What follows belongs to an exercise in optimizing a design on an open flow for small area, a short achievable clock period and few clock cycles; a production flow would make more cautious choices. Function was checked by simulation only, so behaviour that the tests miss may differ from the original. No activity file was given, so power comes from the tool's default toggle rates.

===== flow/constraint.sdc =====
create_clock -name core_clock -period 10.0 [get_ports {clk}]
set_input_delay 2.0000 -clock core_clock [delete_from_list [all_inputs] [get_ports {clk}]]
set_output_delay 2.0000 -clock core_clock [all_outputs]
set_load 0.01 [all_outputs]

===== flow/config.mk =====
export PLATFORM = sky130hd
export DESIGN_NAME = doublecrack
export DESIGN_NICKNAME = doublecrack
export VERILOG_FILES = /design/flow/design.v
export SDC_FILE = /design/flow/constraint.sdc
export NUM_CORES = 4
export LEC_CHECK = 0
export CAP_MARGIN = 20
export CORE_MARGIN = 2
export CORE_UTILIZATION = 30
export SLEW_MARGIN = 20
export SYNTH_MEMORY_MAX_BITS = 8192

===== flow/run.sh =====
#!/bin/bash
# synth_recipe.tcl (not shown) runs the flow's synth.tcl, then flattens the netlist and writes it again
# the make line also repeats each setting of config.mk as NAME=value (left out here)
make -C /OpenROAD-flow-scripts/flow DESIGN_CONFIG=/design/flow/config.mk WORK_HOME=/design/flow/orfs CLKGATE_MAP_FILE= SYNTH_SCRIPT=/design/flow/synth_recipe.tcl finish

===== flow/design.v =====
module doublecrack #(
    parameter int         KEY_W = 24,
    parameter logic [7:0] PT_LO = 8'h20,
    parameter logic [7:0] PT_HI = 8'h7E
) (
    input  logic             clk,
    input  logic             rst_n,
    input  logic             en,
    input  logic [KEY_W-1:0] key_start,
    output logic             rdy,
    output logic [KEY_W-1:0] key,
    output logic             key_valid,
    output logic [7:0]       ct_addr,
    input  logic [7:0]       ct_rddata
);
    typedef enum logic [2:0] {
        S_RST, S_IDLE, S_LEN0, S_LEN1, S_INIT, S_KSA, S_PRGA, S_JUDGE
    } state_t;
    localparam logic [KEY_W-1:0] K_LAST = {{(KEY_W-1){1'b1}}, 1'b0};
    state_t           r_state, w_next;
    logic [KEY_W-1:0] r_k, r_key;
    logic             r_kv;
    logic [7:0]       r_addr, r_len, r_i, r_cnt;
    logic [1:0]       r_m, r_ph, r_fail;
    logic [7:0]       r_j [2];
    logic [7:0]       r_si[2];
    logic [7:0]       r_sj[2];
    logic [7:0]       r_t [2];
    logic [7:0]       r_s [2][256];
    logic [7:0]       w_ra[2];
    logic [7:0]       w_rd[2];
    logic [7:0]       w_wa[2];
    logic [7:0]       w_wd[2];
    logic [7:0]       w_kb[2];
    logic [7:0]       w_pt[2];
    logic [1:0]       w_we, w_bad;
    logic [KEY_W-1:0] w_ek[2];
    logic             w_prga_end;
    logic             w_last, w_found;
    always_ff @(posedge clk) begin
        if (rst_n) r_state <= S_RST;
        else       r_state <= w_next;
    end
    always_comb begin
        w_next = r_state;
        case (r_state)
            S_RST:  w_next = S_IDLE;
            S_IDLE: if (en) w_next = S_LEN0;
            S_LEN0: w_next = S_LEN1;
            S_LEN1: w_next = S_INIT;
            S_INIT: if (r_i == 8'hFF) w_next = S_KSA;
            S_KSA:  if (r_ph == 2'd2 && r_i == 8'hFF) w_next = S_PRGA;
            S_PRGA: if (r_ph == 2'd0 && w_prga_end) w_next = S_JUDGE;
            S_JUDGE: begin
                if (w_found || w_last) w_next = S_IDLE;
                else                                  w_next = S_INIT;
            end
            default: w_next = S_RST;
        endcase
    end
    always_comb begin
        rdy       = (r_state == S_IDLE);
        key       = r_key;
        key_valid = r_kv;
        ct_addr   = r_addr;
    end
    assign w_last  = (r_k >= K_LAST);
    assign w_found = !r_fail[0] || (!r_fail[1] && (r_k != '1));
    assign w_prga_end = (r_cnt == r_len);
    always_comb begin
        for (int e = 0; e < 2; e++) begin
            w_ek[e] = (e == 0) ? r_k : (r_k + KEY_W'(1));
            case (r_m)
                2'd0:    w_kb[e] = w_ek[e][23:16];
                2'd1:    w_kb[e] = w_ek[e][15:8];
                default: w_kb[e] = w_ek[e][7:0];
            endcase
            w_rd[e]  = r_s[e][w_ra[e]];
            w_pt[e]  = ct_rddata ^ w_rd[e];
            w_bad[e] = (w_pt[e] < PT_LO) || (w_pt[e] > PT_HI);
        end
    end
    always_comb begin
        for (int e = 0; e < 2; e++) begin
            w_ra[e] = r_i;
            if (r_state == S_KSA || r_state == S_PRGA) begin
                case (r_ph)
                    2'd0:    w_ra[e] = (r_state == S_PRGA) ? r_i + 8'd1 : r_i;
                    2'd1:    w_ra[e] = r_j[e];
                    2'd3:    w_ra[e] = r_t[e];
                    default: w_ra[e] = r_i;
                endcase
            end
        end
    end
    always_comb begin
        for (int e = 0; e < 2; e++) begin
            w_we[e] = 1'b0;
            w_wa[e] = r_i;
            w_wd[e] = r_i;
            if (r_state == S_INIT) begin
                w_we[e] = 1'b1;
            end else if ((r_state == S_KSA || r_state == S_PRGA) && r_ph == 2'd1) begin
                w_we[e] = 1'b1;
                w_wd[e] = w_rd[e];
            end else if ((r_state == S_KSA || r_state == S_PRGA) && r_ph == 2'd2) begin
                w_we[e] = 1'b1;
                w_wa[e] = r_j[e];
                w_wd[e] = r_si[e];
            end
        end
    end
    always_ff @(posedge clk) begin
        for (int e = 0; e < 2; e++)
            if (w_we[e]) r_s[e][w_wa[e]] <= w_wd[e];
    end
    always_ff @(posedge clk) begin
        if (rst_n) begin
            r_k <= '0; r_key <= '0; r_kv <= 1'b0;
            r_addr <= 8'd1; r_len <= '0; r_i <= '0; r_cnt <= '0;
            r_m <= '0; r_ph <= '0; r_fail <= '0;
            for (int e = 0; e < 2; e++) begin
                r_j[e] <= '0; r_si[e] <= '0; r_sj[e] <= '0; r_t[e] <= '0;
            end
        end else begin
            case (r_state)
                S_IDLE: if (en) begin
                    r_kv <= 1'b0; r_key <= '0; r_k <= key_start; r_addr <= 8'd0;
                end
                S_LEN1: begin
                    r_len <= ct_rddata; r_addr <= 8'd1; r_i <= '0;
                end
                S_INIT: begin
                    r_i <= r_i + 8'd1;
                    r_ph <= '0; r_m <= '0;
                    for (int e = 0; e < 2; e++) r_j[e] <= '0;
                end
                S_KSA: case (r_ph)
                    2'd0: begin
                        for (int e = 0; e < 2; e++) begin
                            r_si[e] <= w_rd[e];
                            r_j[e]  <= r_j[e] + w_rd[e] + w_kb[e];
                        end
                        r_ph <= 2'd1;
                    end
                    2'd1: r_ph <= 2'd2;
                    default: begin
                        r_ph <= 2'd0;
                        r_i  <= r_i + 8'd1;
                        r_m  <= (r_m == 2'd2) ? 2'd0 : r_m + 2'd1;
                        if (r_i == 8'hFF) begin
                            for (int e = 0; e < 2; e++) r_j[e] <= '0;
                            r_cnt <= '0; r_fail <= '0;
                        end
                    end
                endcase
                S_PRGA: case (r_ph)
                    2'd0: if (!w_prga_end) begin
                        r_i <= r_i + 8'd1;
                        for (int e = 0; e < 2; e++) begin
                            r_si[e] <= w_rd[e];
                            r_j[e]  <= r_j[e] + w_rd[e];
                        end
                        r_ph <= 2'd1;
                    end
                    2'd1: begin
                        for (int e = 0; e < 2; e++) r_sj[e] <= w_rd[e];
                        r_ph <= 2'd2;
                    end
                    2'd2: begin
                        for (int e = 0; e < 2; e++) r_t[e] <= r_si[e] + r_sj[e];
                        r_ph <= 2'd3;
                    end
                    default: begin
                        for (int e = 0; e < 2; e++)
                            if (w_bad[e]) r_fail[e] <= 1'b1;
                        r_cnt  <= r_cnt + 8'd1;
                        r_addr <= r_addr + 8'd1;
                        r_ph   <= 2'd0;
                    end
                endcase
                S_JUDGE: begin
                    r_addr <= 8'd1; r_i <= '0;
                    if (!r_fail[0]) begin
                        r_key <= r_k; r_kv <= 1'b1;
                    end else if (!r_fail[1] && (r_k != '1)) begin
                        r_key <= r_k + KEY_W'(1); r_kv <= 1'b1;
                    end else if (w_last) begin
                        r_key <= '0; r_kv <= 1'b0;
                    end else begin
                        r_k <= r_k + KEY_W'(2);
                    end
                end
                default: ;
            endcase
        end
    end
endmodule

==> notes.md, run 1 <==
portion of netlist area occupied by mux cells 4.92%; clk slew on worst S/H paths 0.06 ns; Worst Path Max Fanout 29; Post-synth EDFFs 4096; Avg Inst Size Synth 14.0 um2; Die X 766 um; Clock Power Share 43.3%; routed wire length 599 mm; sequential area share after synthesis 72.4%; crit path launch type flip-flop; global-route wire length before repair 834 mm; Worst-Skew Late Latency 1.06 ns; Switch Pwr 7.71 mW; Top Ports 69; H-Tree Depth 5; router iterations before antenna repair 9; CTS tree yes; Post-CTS Setup Inserts 0; post-detail-place hpwl 371 mm; setup violators final 0; main combinational cell family by area after synthesis simple AND/OR/NAND/NOR gates; sw frac 21.5%; Compound-Gate Fraction of Synth Area 7.28%; Final Max Slew Viols 0; Synth cell types 100; starting density of the core 30.1%; core area 0.578 mm2; most frequent cells after synthesis edfxtp_1 (4096), nand2_1 (2601), nor2_1 (858); kind of critical path reg -> reg; delay of the slowest cell on the worst path 0.71 ns; Hold Buf Count CTS 0; Clock Sinks 4250; FF+latch count, synth 4250; Power, Total 35.8 mW; initial antenna violation count 23; total power density per cell area 181 mW/mm2; Final ANT Viol Nets 0; Die ar. 0.587 mm2; post-synth top area cell edfxtp_1; Flop pwr share 53.8%; crit end category flip-flop; slowest CP cell a22o_4; MaxCap Viol Count 0; post-layout min period 9.26 ns; Critical Path AT 10.21 ns; Synth-to-Final Area Change 13.8%; Die Y 766 um; share of cells above drive strength 1 11.0%; CP most frequent cell inv_1; CTS Buf Count 402; Worst VDD drop 158 uV; Congestion Overflow GR 0; Post-Synth XOR/XNOR Area 0.592%; RSZ-0062 raised after global routing no; HP Class reg -> reg; Fin. Hold Viols 0; Mapped Cells 12425; Final Wtd Congestion 0.937; deepest clock path buffer count 4; Setup Skew 0.0690 ns; mapped cell area 0.174 mm2; Post-layout nets 12573; Final Cycle Share 92.6%; CTS resizes 0; Worst-Margin Slew 1.27 ns; highest clock rate 108 MHz; vias in the first global route 106031; Logic pwr share 2.8%; Top FF cell, synth edfxtp_1; Vias 115084; Synth Warn # 12; largest net degree at the start of global routing 199; Slew HR 14.6%; asr flop ratio synth 0%; Synthesized Nets 12519; Avg WL per Cell 29.1 um; area share of fa/ha/maj cells after synthesis 0.456%; status complete, no violations; setup TNS 0 ns; IO Port Bufs 68; # rows 279; Synth Area in Simple Gates 11.7%; post-synth top area share 70.6%; ranking of synthesized cells by area edfxtp_1 (71%), nand2_1 (5.6%), mux4_2 (3.3%); most frequent cell after synthesis edfxtp_1; required time worst endpoint 10.95 ns; Via density 5.60; residual DRC count 0; Root Buffer clkbuf_16; P_int 28.1 mW; Lkg Pwr 63.8 nW; drt initial violations 18920; gr usage total 19.6%
[power by group through the flow]
| stage | sequential, mW | combinational, mW | clock, mW |
|---|---|---|---|
| final | 19.3 | 1.01 | 15.5 |
| after global placement | 19.7 | 0.985 | 0 |
| after global routing | 19.3 | 1.06 | 16.2 |
| after CTS | 19.3 | 0.994 | 15.5 |
| after floorplan | 19.7 | 0.629 | 0 |
| after detailed placement | 19.7 | 0.990 | 0 |
[path summary, 6_finish.rpt]
check | from | endpoint | slack [ns] | depth (start not counted)
worst max register to register | r_ph[1]$_SDFFE_PP0P_ | r_j[1][7]$_SDFFE_PP0P_ | 0.74 | 31
worst min register to register | r_t[0][0]$_SDFFE_PP0P_ | r_t[0][0]$_SDFFE_PP0P_ | 0.46 | 2
worst max-delay path | r_ph[1]$_SDFFE_PP0P_ | r_j[1][7]$_SDFFE_PP0P_ | 0.74 | 31
worst min-delay path | r_t[0][0]$_SDFFE_PP0P_ | r_t[0][0]$_SDFFE_PP0P_ | 0.46 | 2
[flip-flops by register name (all words and copies together), names as in the netlist, 16 cells and up]
register	count
r_si	16
r_s	4096
r_key	24
r_k	24
r_j	16
r_sj	16
r_t	16
[logic make-up (layout without fill, tap and decap cells)]
kind of cell	count (synthesis)	after routing
DFF	4250	4250
and+or+nand+nor	4786	4786
other	0	20
xor gates and xnor gates	116	116
AOI/OAI and AO/OA	1768	1768
muxes	539	539
adders and majority gates	60	60
buffers and inverters	906	1294
[worst max-delay path, delay by kind of cell (launching register included)]
kind	cells	cell delay [ns]
fa+ha+maj	4	1.67
simple gates	6	0.97
mux	2	0.55
compound gates	13	4.32
xor+xnor	1	0.16
buf+inv	5	1.06
flops	1	0.35
[layout by cell type (no fill, tap or decap), drive strengths merged, types with 61 or more instances in the layout]
cell type         n
edfxtp         4096
nand2          2602
nor2            863
nand3           704
clkbuf          491
buf             441
and3            305
a21oi           289
mux2i           272
mux4            252
a211oi          246
a31oi           239
clkinv          186
a311oi          177
dfxtp           154
a22oi           148
o21ai           142
a32oi           137
nand4           101
nor3             79
clkdlybuf4s50    67
xnor2            61
[through the flow]
step,area (um2),utilization [%],setup WS (ns),hold WS (ns),cells
2_1_floorplan,174000,-,-1.97,0.431,12425
3_3_place_gp,185000,32.0,1.07,0.443,19795
4_1_cts,198000,34.3,1.02,0.455,20538
3_5_place_dp,185000,32.0,1.07,0.446,19800
6_report,198000,34.3,0.740,0.456,20560
5_1_grt,198000,34.3,0.405,0.479,20540
[layout make-up]
type                    count  area (um2)
repair buffers            509        5020
fillers                 55311      380000
flip-flops and latches   4250      126000
well taps                7727        9670
clock buffers             490       10500
inverters                  47         176
diodes                     20        50.0
clock inverters           248        2530
multi-input cells        7269       44100
[metal layers]
| layer | routed length, um | share of wire [%] | track usage [%] | up-vias |
|---|---|---|---|---|
| li1 | - | - | - | 47409 |
| met1 | 230000 | 38 | 26.6 | 58427 |
| met2 | 264000 | 44 | 29.6 | 7831 |
| met3 | 73700 | 12 | 5.03 | 1407 |
| met4 | 30700 | 5.1 | 8.59 | 10 |
| met5 | 71 | 0.012 | 0 | - |
Testbench counts, summed over its fixed seeds: cycles 876,308.
==> run 2: changes to the inputs <==
==> flow/design.v (replaced) <==
module doublecrack #(
    parameter int         KEY_W = 24,
    parameter logic [7:0] PT_LO = 8'h20,
    parameter logic [7:0] PT_HI = 8'h7E
) (
    input  logic             clk,
    input  logic             rst_n,
    input  logic             en,
    input  logic [KEY_W-1:0] key_start,
    output logic             rdy,
    output logic [KEY_W-1:0] key,
    output logic             key_valid,
    output logic [7:0]       ct_addr,
    input  logic [7:0]       ct_rddata
);
    typedef enum logic [2:0] {
        S_RST, S_IDLE, S_INIT, S_KSA, S_DUM, S_P1, S_P2, S_PD
    } state_t;
    state_t           r_state;
    logic             r_rdy, r_kv;
    logic [KEY_W-1:0] r_k, r_kn, r_key;
    logic [7:0]       r_q [256];
    logic [7:0]       r_d;         
    logic [7:0]       r_i;         
    logic [23:0]      r_kr;        
    logic [7:0]       r_len, r_c, r_z, r_ct;
    logic [7:0]       w_h, w_sj, w_sn, w_term, w_dn, w_pt, w_n;
    logic [7:0]       w_bus1, w_bus0;
    logic             w_bad, w_acc, w_rej, w_last, w_load;
    logic [KEY_W-1:0] w_kl;
    assign rdy       = r_rdy;
    assign key       = r_key;
    assign key_valid = r_kv;
    assign ct_addr   = r_i;
    assign w_pt   = r_z ^ r_ct;
    assign w_bad  = (w_pt < PT_LO) || (w_pt > PT_HI);
    assign w_n    = r_i - 8'd2;
    assign w_acc  = (r_state == S_PD) && ((r_len == 8'd0) || (!w_bad && w_n == r_len));
    assign w_rej  = (r_state == S_PD) && (r_len != 8'd0) && w_bad;
    assign w_last = (r_k == '1);
    assign w_load = (r_state == S_INIT) || (w_rej && !w_last);
    assign w_kl   = r_kn;
    assign w_h  = r_q[0];
    assign w_sj = r_q[r_d];
    assign w_sn = (r_d == 8'd1) ? r_q[0] : r_q[1];      
    assign w_term = (r_state == S_KSA) ? r_kr[23:16] : 8'hFF;
    assign w_dn = r_d + w_sn + w_term;
    assign w_bus1 = w_h | {8{w_load}};
    assign w_bus0 = w_h & ~{8{w_load}};
    always_ff @(posedge clk) begin
        for (int p = 0; p < 255; p++) begin
            for (int b = 0; b < 8; b++) begin
                if (w_load || r_d == 8'(p + 1))
                    r_q[p][b] <= p[b] ? w_bus1[b] : w_bus0[b];
                else
                    r_q[p][b] <= r_q[p + 1][b];
            end
        end
        r_q[255] <= w_load ? 8'hFF : w_sj;
    end
    always_ff @(posedge clk) begin
        r_c  <= w_h + ~r_i;
        r_z  <= r_q[8'(r_q[255] + r_c)];
        r_ct <= ct_rddata;
        r_kn <= (r_state == S_IDLE) ? key_start : r_k + KEY_W'(1);
    end
    always_ff @(posedge clk) begin
        if (w_load) begin
            r_d  <= w_kl[23:16];
            r_kr <= {w_kl[15:8] - 8'd1, w_kl[7:0] - 8'd1, w_kl[23:16] - 8'd1};
            r_i  <= 8'd0;
        end else begin
            r_d  <= (r_state == S_KSA && r_i == 8'hFF) ? 8'd0 : w_dn;
            r_kr <= {r_kr[15:0], r_kr[23:16]};
            r_i  <= r_i + 8'd1;
        end
    end
    always_ff @(posedge clk) begin
        if (rst_n) begin
            r_state <= S_RST;
            r_rdy   <= 1'b0;
            r_kv    <= 1'b0;
            r_key   <= '0;
            r_k     <= '0;
            r_len   <= '0;
        end else begin
            if (r_state == S_P1) r_len <= ct_rddata;
            if (w_load) r_k <= w_kl;
            case (r_state)
                S_RST: begin
                    r_state <= S_IDLE;
                    r_rdy   <= 1'b1;
                end
                S_IDLE: if (en) begin
                    r_state <= S_INIT;
                    r_rdy   <= 1'b0;
                    r_kv    <= 1'b0;
                    r_key   <= '0;
                end
                S_INIT: r_state <= S_KSA;
                S_KSA:  if (r_i == 8'hFF) r_state <= S_DUM;
                S_DUM:  r_state <= S_P1;
                S_P1:   r_state <= S_P2;
                S_P2:   r_state <= S_PD;
                S_PD: begin
                    if (w_acc) begin
                        r_state <= S_IDLE;
                        r_rdy   <= 1'b1;
                        r_kv    <= 1'b1;
                        r_key   <= r_k;
                    end else if (w_rej) begin
                        if (w_last) begin
                            r_state <= S_IDLE;
                            r_rdy   <= 1'b1;
                            r_kv    <= 1'b0;
                            r_key   <= '0;
                        end else begin
                            r_state <= S_KSA;
                        end
                    end
                end
                default: r_state <= S_RST;
            endcase
        end
    end
endmodule
--- a/flow/config.mk
+++ b/flow/config.mk
@@ -9,3 +9,3 @@
 export CORE_MARGIN = 2
-export CORE_UTILIZATION = 30
+export CORE_UTILIZATION = 15
 export SLEW_MARGIN = 20
==> notes.md, run 2 <==
Synth Area in Simple Gates 30.1% (+18 points); Synth Warn # 2 (-10); Synth cell types 94 (-6.0%); Error [ERROR GRT-0116] Global routing finished with congestion. Check the congestion regions in the DRC Viewer.; Synthesized Nets 15220 (+22%); FF+latch count, synth 2197 (-48%); main combinational cell family by area after synthesis simple AND/OR/NAND/NOR gates; Post-CTS Setup Inserts 0 (unchanged); most frequent cell after synthesis nand2_1; Root Buffer clkbuf_16; Post-Place Cells 25738 (+30%); largest net degree at the start of global routing 150; Congestion Overflow GR 2897; Top FF cell, synth dfxtp_1; post-detail-place hpwl 2210 mm (+500%); Compound-Gate Fraction of Synth Area 22.9% (+16 points); Die X 857 um (+12%); Clock Sinks 2197 (-48%); Top Ports 69 (unchanged); area share of fa/ha/maj cells after synthesis 0.493% (+0.038 points); CTS Buf Count 304 (-24%); Die Y 857 um (+12%); most frequent cells after synthesis nand2_1 (4856), dfxtp_1 (2197), nand3_1 (1539); Mapped Cells 15148 (+22%); post-synth top area share 40.3% (-30 points); deepest clock path buffer count 4 (unchanged); Final Wtd Congestion 1.45 (+55%); sequential area share after synthesis 40.3% (-32 points); Stopped at 5_1_grt; mapped cell area 0.109 mm2 (-37%); Post-Synth XOR/XNOR Area 0.730% (+0.14 points); Hold Buf Count CTS 0 (unchanged); portion of netlist area occupied by mux cells 0.561% (-4.4 points); IO Port Bufs 68 (unchanged); Avg Inst Size Synth 7.20 um2 (-49%); status did not finish; gr usage total 79.1%; asr flop ratio synth 0% (unchanged); Post-synth EDFFs 0 (-100%); starting density of the core 15.0% (-15 points); H-Tree Depth 5 (unchanged); CTS resizes 0 (unchanged); vias in the first global route 205919; global-route wire length before repair 3710 mm; ranking of synthesized cells by area dfxtp_1 (40%), nand2_1 (17%), a22oi_1 (7.6%); post-synth top area cell dfxtp_1; # rows 313 (+12%)
[run 2: cell count changes after synthesis, moves of 773 or more]
cell	change
edfxtp_1	-4096
nand2_1	+2255
dfxtp_1	+2043
a21oi_1	+1009
a22oi_1	+955
nand3_1	+835
clkbuf_1	+773
[run 2: routing by layer]
metal / GRT overflow / GRT usage (%)
met5: 6 / 52.6
met1: 72 / 83.1
met3: 110 / 69.8
met2: 1634 / 87.8
met4: 1075 / 71.2
[run 2: through the flow]
step	area [um2]	hold slack, ns	util, %	setup WS, ns	total power, mW
after global placement	137000	0.416	18.9	-0.253	97.4
after CTS	149000	0.424	20.6	2.37	109
after detailed placement	139000	0.412	19.1	2.43	97.3
after floorplan	109000	0.401	-	5.04	30.9
[run 2: worst max-delay path by stage]
stage	from	end	slack, ns	cells past startpoint
CTS	r_q[255][1]$_SDFFE_PN1N_	r_z[5]$_DFF_P_	2.37	17
global placement	r_q[255][1]$_SDFFE_PN1N_	r_z[5]$_DFF_P_	-0.25	15
detailed placement	r_q[255][1]$_SDFFE_PN1N_	r_z[5]$_DFF_P_	2.43	17
floorplan	r_d[0]$_DFF_P_	r_d[7]$_DFF_P_	5.04	18
[run 2: cells by family after synthesis]
logic type               Yosys count
XOR/XNOR                          90
buffers and inverters           1351
adder cells (fa/ha/maj)           37
AO/OA/AOI/OAI                   3719
multiplexers                      60
AND/OR/NAND/NOR                 7694
flip-flops                      2197
[run 2: power by group through the flow]
stage               registers (mW)  clock network (mW)  logic [mW]
floorplan                     14.3                   0        16.6
global placement              25.2                   0        72.2
detailed placement            25.1                   0        72.2
CTS                           25.0                11.9        72.3
Testbench counts of run 2, summed over its fixed seeds: cycles 418,945.
==> run 3: changes to the inputs <==
--- a/flow/config.mk
+++ b/flow/config.mk
@@ -9,3 +9,3 @@
 export CORE_MARGIN = 2
-export CORE_UTILIZATION = 15
+export CORE_UTILIZATION = 30
 export SLEW_MARGIN = 20
==> notes.md, run 3 <==
placed standard-cell area 0.124 mm2 (-11%); deepest clock path buffer count 4 (unchanged); Clock Sinks 2197 (unchanged); Post-Place Cells 20079 (-22%); sequential area share after synthesis 40.3% (unchanged); asr flop ratio synth 0% (unchanged); Die X 607 um (-29%); H-Tree Depth 4 (-1); FF+latch count, synth 2197 (unchanged); DP Worst Slack 3.12 ns (+0.681 ns); Top FF cell, synth dfxtp_1; Mapped Cells 15148 (unchanged); starting density of the core 30.1% (+15 points); Hold Buf Count CTS 0 (unchanged); vias in the first global route 185303; mapped cell area 0.109 mm2 (unchanged); Synthesized Nets 15220 (unchanged); Root Buffer clkbuf_16; Synth cell types 94 (unchanged); largest net degree at the start of global routing 187; post-synth top area share 40.3% (unchanged); Final Wtd Congestion 1.84 (+27%); IO Port Bufs 68 (unchanged); Congestion Overflow GR 35627; Stopped at 5_1_grt; post-synth top area cell dfxtp_1; Avg Inst Size Synth 7.20 um2 (unchanged); CTS resizes 0 (unchanged); Top Ports 69 (unchanged); gr usage total 105%; most frequent cells after synthesis nand2_1 (4856), dfxtp_1 (2197), nand3_1 (1539); Post-synth EDFFs 0 (unchanged); Die Y 607 um (-29%); Post-CTS Setup Inserts 0 (unchanged); status did not finish; Synth Warn # 2 (unchanged); Error [ERROR GRT-0116] Global routing finished with congestion. Check the congestion regions in the DRC Viewer.; global-route wire length before repair 2540 mm; CTS Buf Count 245 (-19%); most frequent cell after synthesis nand2_1; # rows 221 (-29%); post-detail-place hpwl 1400 mm (-37%); ranking of synthesized cells by area dfxtp_1 (40%), nand2_1 (17%), a22oi_1 (7.6%)
-- run 3: cells by family after synthesis --
kind of cell	Yosys count	synth area share, %
AOI/OAI and AO/OA	3719	22.9
xor gates and xnor gates	90	0.730
adders and majority gates	37	0.493
buffers and inverters	1351	4.88
DFF	2197	40.3
muxes	60	0.561
and+or+nand+nor	7694	30.1
-- run 3: power groups by stage --
stage | clock, mW | sequential [mW] | combinational [mW]
after CTS | 9.58 | 23.2 | 49.8
after detailed placement | 0 | 23.3 | 49.7
after global placement | 0 | 23.4 | 49.9
after floorplan | 0 | 14.3 | 16.6
-- run 3: how the worst min path moves through the flow --
stage	startpoint	to	cells after the start
after CTS	r_kr[2]$_DFF_P_	r_kr[10]$_DFF_P_	2
after detailed placement	r_kr[14]$_DFF_P_	r_kr[22]$_DFF_P_	2
after global placement	r_kr[2]$_DFF_P_	r_kr[10]$_DFF_P_	2
after floorplan	r_kr[2]$_DFF_P_	r_kr[10]$_DFF_P_	2
-- run 3: per-layer routing --
layer / overflow / GRT usage [%]
met1: 6442 / 100
met2: 19307 / 121
met3: 4528 / 96.6
met4: 4953 / 101
met5: 397 / 88.4
-- run 3: per-stage QoR --
| step | hold slack (ns) | util, % |
|---|---|---|
| after detailed placement | 0.412 | 34.2 |
| after global placement | 0.409 | 34.1 |
| after CTS | 0.424 | 36.5 |
| after floorplan | 0.401 | - |

[static timing again, ports no longer ideal]
In the flow no input, the clock included, has a driving cell. The finished layout below was timed again as built, in two steps. Step 1 assumes that a clkbuf_16 drives the clock port and a buf_2 every other input. Step 2 times the ports against the registers' clock, not the clock port: input delays grow and output delays shrink by t, the midpoint of the rising clock arrivals with the driver on. Slacks: no drivers / after step 1 / after step 2; pairs: no drivers / after step 1.
run: run 1
t, ns: 1.137
slack for setup (ns): 0.740 / 0.740 / 0.740
hold WS [ns]: 0.456 / 0.456 / 0.456
worst setup path after step 2: register to register
After both steps run 1 still meets setup and hold. For run 1, drivers alone change the setup slack by 0.000 ns; drivers and shift together by 0.000 ns.
